This is an optimization exercise on Yosys and OpenROAD, whose aim is small area, not a production implementation.
The RTL was checked by simulation tests, not by an equivalence proof against the original design.
Power is estimated from default activity; no workload was simulated.

// pmp_unit
module pmp_unit (
  input  logic                   clk,
  input  logic                   rst_n,
  input  logic                   csr_req,
  input  logic [12-1:0] csr_addr,
  input  pmp_pkg::csr_op_t       csr_op,
  input  logic [32-1:0]       csr_wdata,
  output logic                   csr_ack,
  output logic [32-1:0]       csr_rdata,
  output logic                   csr_invalid,
  input  logic                   lookup_valid,
  input  logic [34-1:0]   lookup_addr,
  output logic                   result_valid,
  output logic                   result_match,
  output logic [3-1:0]  result_index,
  output logic [2:0]             result_perm
);
Size: ~1900 cells after synthesis, roughly 410 flip-flops, roughly 23000 um2 of cells after synthesis.
clock: 4.0 ns
lec_check: 0
cap_margin: 20
core_margin: 2
core_utilization: 65
gpl_timing_driven: 0
setup_slack_margin: 0.25
slew_margin: 20
standard.sh (not shown) runs the stock make flow with config.mk's settings and CLKGATE_MAP_FILE= SYNTH_SCRIPT=/design/flow/synth_recipe.tcl, a recipe that flattens the netlist after the stock synthesis.
==> flow/flow/run.sh <==
#!/bin/bash
# The standard layout with these changes:
#  - synthesis maps logic with an area-oriented ABC script (flow/area.abc) instead of
#    ORFS's speed script; everything else in synthesis is the standard flow's own script
#  - ports are buffered with buf_1 rather than the default buffer cell
#  - CTS uses clkbuf_8 leaf clusters of up to 16 sinks within 80 um and inserts no dummy loads
set -euo pipefail
here=$(pwd)
export BUFFER_PORTS_ARGS="-buffer_cell sky130_fd_sc_hd__buf_1"
export CTS_ARGS="-sink_clustering_enable -repair_clock_nets -dont_use_dummy_load -buf_list sky130_fd_sc_hd__clkbuf_8 -sink_clustering_size 16 -sink_clustering_max_diameter 80"
export AREA_ABC_SCRIPT="$here/flow/area.abc"
# The standard flow's synthesis script with abc's script swapped
{ echo "proc abc {args} { set i [lsearch -exact \$args -script]; if {\$i >= 0} { lset args [expr {\$i + 1}] \$::env(AREA_ABC_SCRIPT) }; yosys abc {*}\$args }"; cat synth_recipe.tcl; } > synth_area.tcl
sed "s#SYNTH_SCRIPT=[^ ]*#SYNTH_SCRIPT=$here/synth_area.tcl#" standard.sh > standard_area.sh
grep -q "SYNTH_SCRIPT=$here/synth_area.tcl" standard_area.sh
bash standard_area.sh > make_finish.log 2>&1
==> flow/flow/area.abc <==
&get -n
&st
&dch
&nf
&st
&syn2
&if -g -K 6
&synch2
&nf
&st
&syn2
&if -g -K 6
&synch2
&nf
&st
&dch -f
&nf -R 30
&put
topo
stime -c
Change:
--- a/flow/flow/run.sh
+++ b/flow/flow/run.sh
@@ -3,10 +3,10 @@
 #  - synthesis maps logic with an area-oriented ABC script (flow/area.abc) instead of
 #    ORFS's speed script; everything else in synthesis is the standard flow's own script
-#  - ports are buffered with buf_1 rather than the default buffer cell
-#  - CTS uses clkbuf_8 leaf clusters of up to 16 sinks within 80 um and inserts no dummy loads
+#  - ports are buffered with buf_2 rather than the default buffer cell
+#  - CTS uses clkbuf_8 leaf clusters of up to 20 sinks and inserts no dummy loads
 set -euo pipefail
 here=$(pwd)
 export BUFFER_PORTS_ARGS="-buffer_cell sky130_fd_sc_hd__buf_1"
-export CTS_ARGS="-sink_clustering_enable -repair_clock_nets -dont_use_dummy_load -buf_list sky130_fd_sc_hd__clkbuf_8 -sink_clustering_size 16 -sink_clustering_max_diameter 80"
+export CTS_ARGS="-sink_clustering_enable -repair_clock_nets -dont_use_dummy_load -buf_list sky130_fd_sc_hd__clkbuf_8 -sink_clustering_size 20"
 export AREA_ABC_SCRIPT="$here/flow/area.abc"
 # The standard flow's synthesis script with abc's script swapped
--- a/flow/config.mk
+++ b/flow/config.mk
@@ -8,5 +8,5 @@
 export CAP_MARGIN = 20
 export CORE_MARGIN = 2
-export CORE_UTILIZATION = 65
+export CORE_UTILIZATION = 60
 export GPL_TIMING_DRIVEN = 0
 export SETUP_SLACK_MARGIN = 0.25
Clock power goes up by well over a third. Worst hold slack improved by 59 ps. Total power went up by about a fifth. Cell count climbs by a few percent. Sequential share of layout area came out lower by 1.4 points. Die area goes up by a little under a tenth.
Change:
--- a/flow/flow/run.sh
+++ b/flow/flow/run.sh
@@ -7,5 +7,5 @@
 set -euo pipefail
 here=$(pwd)
-export BUFFER_PORTS_ARGS="-buffer_cell sky130_fd_sc_hd__buf_1"
+export BUFFER_PORTS_ARGS="-buffer_cell sky130_fd_sc_hd__buf_2"
 export CTS_ARGS="-sink_clustering_enable -repair_clock_nets -dont_use_dummy_load -buf_list sky130_fd_sc_hd__clkbuf_8 -sink_clustering_size 20"
 export AREA_ABC_SCRIPT="$here/flow/area.abc"
--- a/flow/config.mk
+++ b/flow/config.mk
@@ -8,5 +8,5 @@
 export CAP_MARGIN = 20
 export CORE_MARGIN = 2
-export CORE_UTILIZATION = 60
+export CORE_UTILIZATION = 50
 export GPL_TIMING_DRIVEN = 0
 export SETUP_SLACK_MARGIN = 0.25
After rerunning: The changed run finished with timing, DRC and antenna clean. Cell area is higher by 0.64%. Synthesized cell count stays the same. Sequential share of layout area is lower by 0.30 points. Clock skew is higher by 42 ps. Combinational power is higher by about 0.6%. Wire length is lower by 1.2%. Die area is higher by 20%.
Change:
--- a/flow/flow/run.sh
+++ b/flow/flow/run.sh
@@ -3,9 +3,9 @@
 #  - synthesis maps logic with an area-oriented ABC script (flow/area.abc) instead of
 #    ORFS's speed script; everything else in synthesis is the standard flow's own script
-#  - ports are buffered with buf_2 rather than the default buffer cell
+#  - ports are buffered with buf_1 rather than the default buffer cell
 #  - CTS uses clkbuf_8 leaf clusters of up to 20 sinks and inserts no dummy loads
 set -euo pipefail
 here=$(pwd)
-export BUFFER_PORTS_ARGS="-buffer_cell sky130_fd_sc_hd__buf_2"
+export BUFFER_PORTS_ARGS="-buffer_cell sky130_fd_sc_hd__buf_1"
 export CTS_ARGS="-sink_clustering_enable -repair_clock_nets -dont_use_dummy_load -buf_list sky130_fd_sc_hd__clkbuf_8 -sink_clustering_size 20"
 export AREA_ABC_SCRIPT="$here/flow/area.abc"
--- a/flow/config.mk
+++ b/flow/config.mk
@@ -8,5 +8,5 @@
 export CAP_MARGIN = 20
 export CORE_MARGIN = 2
-export CORE_UTILIZATION = 50
+export CORE_UTILIZATION = 60
 export GPL_TIMING_DRIVEN = 0
 export SETUP_SLACK_MARGIN = 0.25
What happened:
- combinational power decreases by about 0.6%
- total power barely changes
- count of clock-buffer cells in the layout came out lower by 3
- cell area fell by 0.64%
- worst hold slack is better by 11 ps
- synthesized area stays the same
- core utilization came out higher by 12 points
- sequential cell count stays the same
- wire length increases by 1.2%
Change:
--- a/flow/flow/run.sh
+++ b/flow/flow/run.sh
@@ -8,5 +8,5 @@
 here=$(pwd)
 export BUFFER_PORTS_ARGS="-buffer_cell sky130_fd_sc_hd__buf_1"
-export CTS_ARGS="-sink_clustering_enable -repair_clock_nets -dont_use_dummy_load -buf_list sky130_fd_sc_hd__clkbuf_8 -sink_clustering_size 20"
+export CTS_ARGS="-sink_clustering_enable -repair_clock_nets -dont_use_dummy_load -buf_list sky130_fd_sc_hd__clkbuf_8 -sink_clustering_size 12 -sink_clustering_max_diameter 80"
 export AREA_ABC_SCRIPT="$here/flow/area.abc"
 # The standard flow's synthesis script with abc's script swapped
Clock skew rose by 15 ps.
Routed wire length fell by 0.49%.
Fmax fell by 2.8%.
Utilization fell by 1.1 points.
Change:
--- a/flow/flow/run.sh
+++ b/flow/flow/run.sh
@@ -8,5 +8,5 @@
 here=$(pwd)
 export BUFFER_PORTS_ARGS="-buffer_cell sky130_fd_sc_hd__buf_1"
-export CTS_ARGS="-sink_clustering_enable -repair_clock_nets -dont_use_dummy_load -buf_list sky130_fd_sc_hd__clkbuf_8 -sink_clustering_size 12 -sink_clustering_max_diameter 80"
+export CTS_ARGS="-sink_clustering_enable -repair_clock_nets -dont_use_dummy_load -buf_list sky130_fd_sc_hd__clkbuf_8 -sink_clustering_size 16 -sink_clustering_max_diameter 80"
 export AREA_ABC_SCRIPT="$here/flow/area.abc"
 # The standard flow's synthesis script with abc's script swapped
Outcome: First-iteration DRC count increases by about 1.1%. Register-to-register slack gets better by 110 ps. Total power shrinks by 4.1%. Setup slack gets worse by 12 ps.


== exp/umber ==
Starting RTL as in the previous note.
export LEC_CHECK = 0
export CAP_MARGIN = 20
export CORE_MARGIN = 2
export CORE_UTILIZATION = 65
export GPL_TIMING_DRIVEN = 0
export SETUP_SLACK_MARGIN = 0.25
export SLEW_MARGIN = 20
create_clock -name core_clock -period 4.0 [get_ports {clk}]
==> flow/flow/run.sh <==
#!/bin/bash
# The standard layout with these changes:
#  - synthesis maps logic with an area-oriented ABC script (flow/area.abc) instead of
#    ORFS's speed script; everything else in synthesis is the standard flow's own script
#  - ports are buffered with buf_1 rather than the default buffer cell
#  - CTS uses clkbuf_8 leaf clusters of up to 20 sinks and inserts no dummy loads
set -euo pipefail
here=$(pwd)
export BUFFER_PORTS_ARGS="-buffer_cell sky130_fd_sc_hd__buf_1"
export CTS_ARGS="-sink_clustering_enable -repair_clock_nets -dont_use_dummy_load -buf_list sky130_fd_sc_hd__clkbuf_8 -sink_clustering_size 12 -sink_clustering_max_diameter 80"
export AREA_ABC_SCRIPT="$here/flow/area.abc"
# The standard flow's synthesis script with abc's script swapped
{ echo "proc abc {args} { set i [lsearch -exact \$args -script]; if {\$i >= 0} { lset args [expr {\$i + 1}] \$::env(AREA_ABC_SCRIPT) }; yosys abc {*}\$args }"; cat synth_recipe.tcl; } > synth_area.tcl
sed "s#SYNTH_SCRIPT=[^ ]*#SYNTH_SCRIPT=$here/synth_area.tcl#" standard.sh > standard_area.sh
grep -q "SYNTH_SCRIPT=$here/synth_area.tcl" standard_area.sh
bash standard_area.sh > make_finish.log 2>&1
Scripts as last shown in full above: flow/flow/area.abc
exp/umber finished every stage and its layout cleared the timing, DRC and antenna checks.
Here is what was changed in the inputs of exp/delta compared with exp/umber.
Settings: a change of CORE_UTILIZATION from 65 to 50.
-- flow/flow/run.sh --
<<< exp/umber, line 5
#  - ports are buffered with buf_1 rather than the default buffer cell
#  - CTS uses clkbuf_8 leaf clusters of up to 20 sinks and inserts no dummy loads
>>> exp/delta, line 5
#  - ports are buffered with buf_2 rather than the default buffer cell
#  - CTS inserts no dummy loads
<<< exp/umber, line 9
export BUFFER_PORTS_ARGS="-buffer_cell sky130_fd_sc_hd__buf_1"
export CTS_ARGS="-sink_clustering_enable -repair_clock_nets -dont_use_dummy_load -buf_list sky130_fd_sc_hd__clkbuf_8 -sink_clustering_size 12 -sink_clustering_max_diameter 80"
>>> exp/delta, line 9
export BUFFER_PORTS_ARGS="-buffer_cell sky130_fd_sc_hd__buf_2"
export CTS_ARGS="-sink_clustering_enable -repair_clock_nets -dont_use_dummy_load -buf_list sky130_fd_sc_hd__clkbuf_8 -sink_clustering_size 20"
--- outcome ---
[exp/delta] power rose about 10% relative to exp/umber. Compared with exp/umber, in exp/delta final core utilization has decreased, number of diodes shrank by 3, post-route worst hold slack went up by 0.0064 ns, internal power component climbed 0.69 mW, wire length lower. exp/delta against exp/umber: pin count of the biggest net entering global routing lower; cell count along the critical path higher; number of buffers added by the clock tree synthesis step higher. Final cell count in exp/delta is 6.7% higher than in exp/umber. A master of the slowest instance on the critical path of sky130_fd_sc_hd__clkinv_1 is what exp/umber shows, while sky130_fd_sc_hd__ha_1 belongs to exp/delta.
[inputs] exp/zinc vs exp/delta
Settings: changing CORE_UTILIZATION from 50 to 65.
-- flow/flow/run.sh --
<<< exp/delta, line 5
#  - ports are buffered with buf_2 rather than the default buffer cell
#  - CTS inserts no dummy loads
>>> exp/zinc, line 5
#  - ports are buffered with buf_1 rather than the default buffer cell
#  - CTS uses clkbuf_8 leaf clusters of up to 12 sinks within 80 um and inserts no dummy loads
<<< exp/delta, line 9
export BUFFER_PORTS_ARGS="-buffer_cell sky130_fd_sc_hd__buf_2"
export CTS_ARGS="-sink_clustering_enable -repair_clock_nets -dont_use_dummy_load -buf_list sky130_fd_sc_hd__clkbuf_8 -sink_clustering_size 20"
>>> exp/zinc, line 9
export BUFFER_PORTS_ARGS="-buffer_cell sky130_fd_sc_hd__buf_1"
export CTS_ARGS="-sink_clustering_enable -repair_clock_nets -dont_use_dummy_load -buf_list sky130_fd_sc_hd__clkbuf_8 -sink_clustering_size 12 -sink_clustering_max_diameter 80"
## What came out
exp/zinc ran to completion and came out clean on the timing, DRC and antenna checks. exp/delta: full flow OK, the timing, DRC and antenna checks passed. Total chip power on exp/zinc is ahead of exp/delta. exp/zinc ended up with a higher combinational share of power than exp/delta did. [compare] base=exp/delta new=exp/zinc: global-route usage now sits higher, number of sequential storage elements about even, routed wire length went up 730 um. Number of tap cells inserted in exp/zinc is 145 lower than in exp/delta. Critical path's slowest cell = sky130_fd_sc_hd__clkinv_1: exp/zinc; critical path's slowest cell = sky130_fd_sc_hd__ha_1: exp/delta.
> inputs changed (exp/zinc -> exp/garnet)
Settings: CORE_UTILIZATION now 60, was 65.
-- flow/flow/run.sh --
<<< exp/zinc, line 6
#  - CTS uses clkbuf_8 leaf clusters of up to 12 sinks within 80 um and inserts no dummy loads
>>> exp/garnet, line 6
#  - CTS uses clkbuf_8 leaf clusters of up to 16 sinks within 80 um and inserts no dummy loads
<<< exp/zinc, line 10
export CTS_ARGS="-sink_clustering_enable -repair_clock_nets -dont_use_dummy_load -buf_list sky130_fd_sc_hd__clkbuf_8 -sink_clustering_size 12 -sink_clustering_max_diameter 80"
>>> exp/garnet, line 10
export CTS_ARGS="-sink_clustering_enable -repair_clock_nets -dont_use_dummy_load -buf_list sky130_fd_sc_hd__clkbuf_8 -sink_clustering_size 16 -sink_clustering_max_diameter 80"
Results
- Compared with exp/zinc, exp/garnet shows a initial antenna violation count that is 1 higher.
- On shortest period the worst path allows, the lower figure sits with exp/zinc, not exp/garnet.
- Area after synthesis delta (exp/zinc -> exp/garnet): insignificant
- Per the comparison of exp/garnet with exp/zinc, relative contribution of sequential cells to total power moved up, number of global-route vias before repair moved down, mux share of post-synthesis cell area level, slack of the worst reg-to-reg path moved up.
- Tightest hold margin: lower on exp/garnet
- Looking only at peak per-stage delay on the critical path, and setting everything else aside, the higher value of exp/zinc and exp/garnet goes to exp/garnet.
- Side by side, fraction of area in registers turned out lower in exp/garnet than in exp/zinc.


Setup of pepper:
The RTL this note starts from:
==> flow/design.v <==
`default_nettype none
package pmp_pkg;
  typedef enum logic [1:0] {
    CSR_RW = 2'd0,
    CSR_RS = 2'd1,
    CSR_RC = 2'd2
  } csr_op_t;
  typedef enum logic [1:0] {
    OFF   = 2'd0,
    TOR   = 2'd1,
    NA4   = 2'd2,
    NAPOT = 2'd3
  } pmp_mode_t;
  typedef struct packed {
    logic      lock;
    logic [1:0] rsvd;
    pmp_mode_t mode;
    logic      x;
    logic      w;
    logic      r;
  } pmp_cfg_t;
  typedef logic [32-1:0] pmpcfg_word_t;
endpackage
`default_nettype wire
`timescale 1ns/1ps
`default_nettype none
module pmp_unit (
  input  logic                   clk,
  input  logic                   rst_n,
  input  logic                   csr_req,
  input  logic [12-1:0] csr_addr,
  input  pmp_pkg::csr_op_t       csr_op,
  input  logic [32-1:0]       csr_wdata,
  output logic                   csr_ack,
  output logic [32-1:0]       csr_rdata,
  output logic                   csr_invalid,
  input  logic                   lookup_valid,
  input  logic [34-1:0]   lookup_addr,
  output logic                   result_valid,
  output logic                   result_match,
  output logic [3-1:0]  result_index,
  output logic [2:0]             result_perm
);
  logic [31:0]     mscratch_q;
  logic [63:0]     cfg_q;           
  logic [255:0]    addr_q;          
  logic            ms_v;
  logic [1:0]      cfg_v;
  logic [7:0]      addr_v;
  logic [1:0] op;
  assign op = csr_op;
  logic start, op_ok, hi_ok, is_misa, is_ms, is_cfg, is_addr, bad;
  logic [1:0] sel_cfg;
  logic [7:0] sel_addr;
  assign start   = csr_req & ~csr_ack;
  assign op_ok   = ~(op[1] & op[0]);
  assign hi_ok   = (csr_addr[11:8] == 4'h3);
  assign is_misa = hi_ok & (csr_addr[7:0] == 8'h01);
  assign is_ms   = hi_ok & (csr_addr[7:0] == 8'h40);
  assign is_cfg  = hi_ok & (csr_addr[7:1] == 7'b1010_000);
  assign is_addr = hi_ok & (csr_addr[7:3] == 5'b1011_0);
  assign bad     = ~op_ok | ~(is_misa | is_ms | is_cfg | is_addr);
  always_comb begin
    for (int j = 0; j < 2; j++) sel_cfg[j] = is_cfg & (csr_addr[0] == j[0]);
    for (int i = 0; i < 8; i++) sel_addr[i] = is_addr & (csr_addr[2:0] == i[2:0]);
  end
  logic [31:0] old_val, new_val;
  always_comb begin
    old_val = {32{is_misa & op_ok}} & 32'h4014_1100;
    old_val = old_val | ({32{is_ms & ms_v & op_ok}} & mscratch_q);
    for (int j = 0; j < 2; j++)
      old_val = old_val | ({32{sel_cfg[j] & cfg_v[j] & op_ok}} & cfg_q[32*j +: 32]);
    for (int i = 0; i < 8; i++)
      old_val = old_val | ({32{sel_addr[i] & addr_v[i] & op_ok}} & addr_q[32*i +: 32]);
  end
  logic [31:0] keep, set;
  assign keep = op[1] ? ~csr_wdata : {32{op[0]}};
  assign set  = op[1] ? 32'h0 : csr_wdata;
  assign new_val = (old_val & keep) | set;
  logic wr;
  assign wr = start & op_ok;
  always_ff @(posedge clk) begin
    if (wr & is_ms) mscratch_q <= new_val;
    for (int j = 0; j < 2; j++)
      if (wr & sel_cfg[j]) cfg_q[32*j +: 32] <= new_val;
    for (int i = 0; i < 8; i++)
      if (wr & sel_addr[i]) addr_q[32*i +: 32] <= new_val;
  end
  always_ff @(posedge clk or negedge rst_n) begin
    if (!rst_n) begin
      ms_v   <= 1'b0;
      cfg_v  <= '0;
      addr_v <= '0;
    end else begin
      if (wr & is_ms) ms_v <= 1'b1;
      for (int j = 0; j < 2; j++)
        if (wr & sel_cfg[j]) cfg_v[j] <= 1'b1;
      for (int i = 0; i < 8; i++)
        if (wr & sel_addr[i]) addr_v[i] <= 1'b1;
    end
  end
  always_ff @(posedge clk or negedge rst_n) begin
    if (!rst_n) csr_ack <= 1'b0;
    else        csr_ack <= csr_req;
  end
  always_ff @(posedge clk) begin
    if (!csr_ack) begin
      csr_rdata   <= old_val;
      csr_invalid <= bad;
    end
  end
  logic [31:0] w;
  assign w = lookup_addr[33:2];
  logic z1, z0;
  assign z1 = ~|w[31:1];
  assign z0 = z1 & ~w[0];
  logic [7:0] lt, eqm, hit;
  logic [23:0] perm;
  for (genvar i = 0; i < 8; i++) begin : g_ent
    logic [31:0] a;
    logic [7:0]  c;
    logic        cv, napot;
    assign a     = addr_q[32*i +: 32];
    assign c     = cfg_q[8*i +: 8];
    assign cv    = cfg_v[i/4];
    assign napot = c[4] & c[3];
    assign perm[3*i +: 3] = c[2:0];
    logic [31:0] g0, e0;
    logic [15:0] g1, e1;
    logic [7:0]  g2, e2;
    logic [3:0]  g3, e3;
    logic [1:0]  g4, e4;
    logic        g5;
    assign g0 = a & ~w;
    assign e0 = ~(a ^ w);
    for (genvar k = 0; k < 16; k++) begin : l1
      assign g1[k] = g0[2*k+1] | (e0[2*k+1] & g0[2*k]);
      assign e1[k] = e0[2*k+1] & e0[2*k];
    end
    for (genvar k = 0; k < 8; k++) begin : l2
      assign g2[k] = g1[2*k+1] | (e1[2*k+1] & g1[2*k]);
      assign e2[k] = e1[2*k+1] & e1[2*k];
    end
    for (genvar k = 0; k < 4; k++) begin : l3
      assign g3[k] = g2[2*k+1] | (e2[2*k+1] & g2[2*k]);
      assign e3[k] = e2[2*k+1] & e2[2*k];
    end
    for (genvar k = 0; k < 2; k++) begin : l4
      assign g4[k] = g3[2*k+1] | (e3[2*k+1] & g3[2*k]);
      assign e4[k] = e3[2*k+1] & e3[2*k];
    end
    assign g5 = g4[1] | (e4[1] & g4[0]);
    assign lt[i] = addr_v[i] & g5;
    logic [15:0] ap1, f1;
    logic [7:0]  ap2, f2;
    logic [3:0]  ap3, f3;
    logic [1:0]  ap4, f4;
    logic        f5;
    for (genvar k = 0; k < 16; k++) begin : n1
      assign ap1[k] = a[2*k] & a[2*k+1];
      assign f1[k]  = e0[2*k+1] | a[2*k];
    end
    for (genvar k = 0; k < 8; k++) begin : n2
      assign ap2[k] = ap1[2*k] & ap1[2*k+1];
      assign f2[k]  = f1[2*k] & (e1[2*k+1] | (ap1[2*k] & f1[2*k+1]));
    end
    for (genvar k = 0; k < 4; k++) begin : n3
      assign ap3[k] = ap2[2*k] & ap2[2*k+1];
      assign f3[k]  = f2[2*k] & (e2[2*k+1] | (ap2[2*k] & f2[2*k+1]));
    end
    for (genvar k = 0; k < 2; k++) begin : n4
      assign ap4[k] = ap3[2*k] & ap3[2*k+1];
      assign f4[k]  = f3[2*k] & (e3[2*k+1] | (ap3[2*k] & f3[2*k+1]));
    end
    assign f5 = f4[0] & (e4[1] | (ap4[0] & f4[1]));
    assign eqm[i] = addr_v[i] ? (napot ? f5 : (e4[1] & e4[0])) : (c[3] ? z1 : z0);
    logic tor;
    if (i == 0) begin : g_t0
      assign tor = lt[0];
    end else begin : g_tn
      assign tor = lt[i] & ~lt[i-1];
    end
    always_comb begin
      case (c[4:3])
        2'd1:    hit[i] = cv & tor;
        2'd2,
        2'd3:    hit[i] = cv & eqm[i];
        default: hit[i] = 1'b0;
      endcase
    end
  end
  logic       any_hit;
  logic [2:0] hit_idx;
  logic [2:0] hit_perm;
  always_comb begin
    any_hit  = 1'b0;
    hit_idx  = '0;
    hit_perm = '0;
    for (int i = 7; i >= 0; i--) begin
      if (hit[i]) begin
        any_hit  = 1'b1;
        hit_idx  = i[2:0];
        hit_perm = perm[3*i +: 3];
      end
    end
  end
  logic       s1_valid, s1_match;
  logic [2:0] s1_idx, s1_perm;
  always_ff @(posedge clk or negedge rst_n) begin
    if (!rst_n) begin
      s1_valid     <= 1'b0;
      result_valid <= 1'b0;
    end else begin
      s1_valid     <= lookup_valid;
      result_valid <= s1_valid;
    end
  end
  always_ff @(posedge clk) begin
    s1_match     <= any_hit;
    s1_idx       <= hit_idx;
    s1_perm      <= hit_perm;
    result_match <= s1_match;
    result_index <= s1_idx;
    result_perm  <= s1_perm;
  end
endmodule
`default_nettype wire
Settings: LEC_CHECK=0, CAP_MARGIN=20, CORE_MARGIN=2, CORE_UTILIZATION=50, CTS_BUF_LIST=sky130_fd_sc_hd__clkbuf_4 sky130_fd_sc_hd__clkbuf_8, GPL_TIMING_DRIVEN=0, SETUP_SLACK_MARGIN=0.15, SLEW_MARGIN=20; clock period 4.0 ns.
==> flow/flow/run.sh <==
#!/bin/bash
# The standard layout with these changes:
#  - synthesis maps logic with an area-oriented ABC script (flow/area.abc) instead of
#    ORFS's speed script; everything else in synthesis is the standard flow's own script
#  - ports are buffered with buf_2 rather than the default buffer cell
#  - CTS inserts no dummy loads
set -euo pipefail
here=$(pwd)
export BUFFER_PORTS_ARGS="-buffer_cell sky130_fd_sc_hd__buf_2"
export CTS_ARGS="-sink_clustering_enable -repair_clock_nets -dont_use_dummy_load"
export AREA_ABC_SCRIPT="$here/flow/area.abc"
# The standard flow's synthesis script with abc's script swapped
{ echo "proc abc {args} { set i [lsearch -exact \$args -script]; if {\$i >= 0} { lset args [expr {\$i + 1}] \$::env(AREA_ABC_SCRIPT) }; yosys abc {*}\$args }"; cat synth_recipe.tcl; } > synth_area.tcl
sed "s#SYNTH_SCRIPT=[^ ]*#SYNTH_SCRIPT=$here/synth_area.tcl#" standard.sh > standard_area.sh
grep -q "SYNTH_SCRIPT=$here/synth_area.tcl" standard_area.sh
bash standard_area.sh > make_finish.log 2>&1
Scripts as last shown in full above: flow/flow/area.abc
pepper finished every stage and its layout cleared the timing, DRC and antenna checks.
Input changes introduced in xenon (baseline for comparison: pepper):
diff --git a/flow/flow/run.sh b/flow/flow/run.sh
--- a/flow/flow/run.sh
+++ b/flow/flow/run.sh
@@ -9,3 +9,3 @@
 export BUFFER_PORTS_ARGS="-buffer_cell sky130_fd_sc_hd__buf_2"
-export CTS_ARGS="-sink_clustering_enable -repair_clock_nets -dont_use_dummy_load"
+export CTS_ARGS="-sink_clustering_enable -repair_clock_nets -dont_use_dummy_load -buf_list sky130_fd_sc_hd__clkbuf_8 -sink_clustering_size 20"
 export AREA_ABC_SCRIPT="$here/flow/area.abc"
diff --git a/flow/config.mk b/flow/config.mk
--- a/flow/config.mk
+++ b/flow/config.mk
@@ -10,5 +10,4 @@
 export CORE_UTILIZATION = 50
-export CTS_BUF_LIST = sky130_fd_sc_hd__clkbuf_4 sky130_fd_sc_hd__clkbuf_8
 export GPL_TIMING_DRIVEN = 0
-export SETUP_SLACK_MARGIN = 0.15
+export SETUP_SLACK_MARGIN = 0.25
 export SLEW_MARGIN = 20
Every stage of the flow completed for xenon, and the final layout passed the timing, DRC and antenna checks.
Fraction of standard cell area in multi-input logic: xenon and pepper compared, lower one is pepper
Going from pepper to xenon, the clock buffer instance count of the final layout was found to have gone up by 25.
Of the two values seen for end point of the critical path, addr_q[68] was produced by pepper and addr_q[132] by xenon.
Against pepper as the reference, xenon delivers a lower synthesis-to-layout area growth.
Post-cts sizing count, xenon vs pepper: up by more than 10%
Here is what was changed in the inputs of amber compared with xenon.
diff --git a/flow/flow/run.sh b/flow/flow/run.sh
--- a/flow/flow/run.sh
+++ b/flow/flow/run.sh
@@ -9,3 +9,3 @@
 export BUFFER_PORTS_ARGS="-buffer_cell sky130_fd_sc_hd__buf_2"
-export CTS_ARGS="-sink_clustering_enable -repair_clock_nets -dont_use_dummy_load -buf_list sky130_fd_sc_hd__clkbuf_8 -sink_clustering_size 20"
+export CTS_ARGS="-sink_clustering_enable -repair_clock_nets -dont_use_dummy_load"
 export AREA_ABC_SCRIPT="$here/flow/area.abc"
diff --git a/flow/config.mk b/flow/config.mk
--- a/flow/config.mk
+++ b/flow/config.mk
@@ -11,3 +11,3 @@
 export GPL_TIMING_DRIVEN = 0
-export SETUP_SLACK_MARGIN = 0.25
+export SETUP_SLACK_MARGIN = 0.15
 export SLEW_MARGIN = 20
Area growth from synthesis to layout delta for amber relative to xenon: 0.24 points higher. amber -> xenon: length of the first detailed-routing pass in iterations delta 0, exact match. Going from xenon to amber, global-route wire length before repair shrank by a few percent. Of amber and xenon, it is amber that has the higher fraction of power consumed by the clock network. In the flow results for xenon and amber, the global placement routability congestion is larger on xenon. Re global-route met2 utilization: amber is 1.5 points down on xenon. In the flow results for xenon and amber, the hold slack is smaller on xenon. The final cell area excluding filler cells of xenon and that of amber are within noise of each other. On count of input and output buffers, xenon and amber are basically level.

## port drivers added, routing unchanged
How much do the figures lean on ideal ports? The routed layouts below were timed once more, with nothing changed but the port constraints.
Step 1: set_driving_cell puts a clkbuf_16 on clk and a buf_2 on each other input, an assumption about the parent block.
Step 2 also shifts input and output timing later by t, the mid clock arrival at the registers, as if the neighbouring blocks saw the same clock.
Three values: ideal, step 1, step 2; two values: the first two.
| run | shift t [ns] | setup WS [ns] | hold slack, ns | slew at the worst register clock pin (ns) |
|---|---|---|---|---|
| the first run of note 1 | 0.724 | 0.148 / 0.174 / -0.550 | 0.204 / 0.178 / 0.397 | 0.12 / 0.12 |
| the second run of note 1 | 0.700 | 0.258 / 0.291 / -0.408 | 0.263 / 0.235 / 0.361 | 0.08 / 0.08 |
| the third run of note 1 | 0.691 | 0.201 / 0.229 / -0.462 | 0.253 / 0.232 / 0.358 | 0.07 / 0.07 |
| the fourth run of note 1 | 0.700 | 0.258 / 0.291 / -0.408 | 0.263 / 0.235 / 0.361 | 0.08 / 0.08 |
| the fifth run of note 1 | 0.664 | 0.151 / 0.183 / -0.481 | 0.269 / 0.242 / 0.373 | 0.10 / 0.10 |
| the sixth run of note 1 | 0.695 | 0.139 / 0.171 / -0.524 | 0.227 / 0.200 / 0.373 | 0.12 / 0.12 |
| exp/umber | 0.689 | 0.186 / 0.212 / -0.477 | 0.246 / 0.227 / 0.374 | 0.10 / 0.10 |
| exp/delta | 0.691 | 0.201 / 0.229 / -0.462 | 0.253 / 0.232 / 0.358 | 0.07 / 0.07 |
| exp/zinc | 0.689 | 0.186 / 0.212 / -0.477 | 0.246 / 0.227 / 0.374 | 0.10 / 0.10 |
| exp/garnet | 0.695 | 0.139 / 0.171 / -0.524 | 0.227 / 0.200 / 0.373 | 0.12 / 0.12 |
| pepper | 0.631 | 0.072 / 0.114 / -0.517 | 0.157 / 0.116 / 0.327 | 0.06 / 0.06 |
| xenon | 0.705 | 0.192 / 0.232 / -0.473 | 0.079 / 0.042 / 0.310 | 0.07 / 0.07 |
| amber | 0.631 | 0.072 / 0.114 / -0.517 | 0.157 / 0.116 / 0.327 | 0.06 / 0.06 |
Met with ideal ports but missed after step 2: setup timing in every run listed. For the first run of note 1, which loses most, drivers alone change the setup slack by +0.026 ns; drivers and shift together by -0.698 ns.
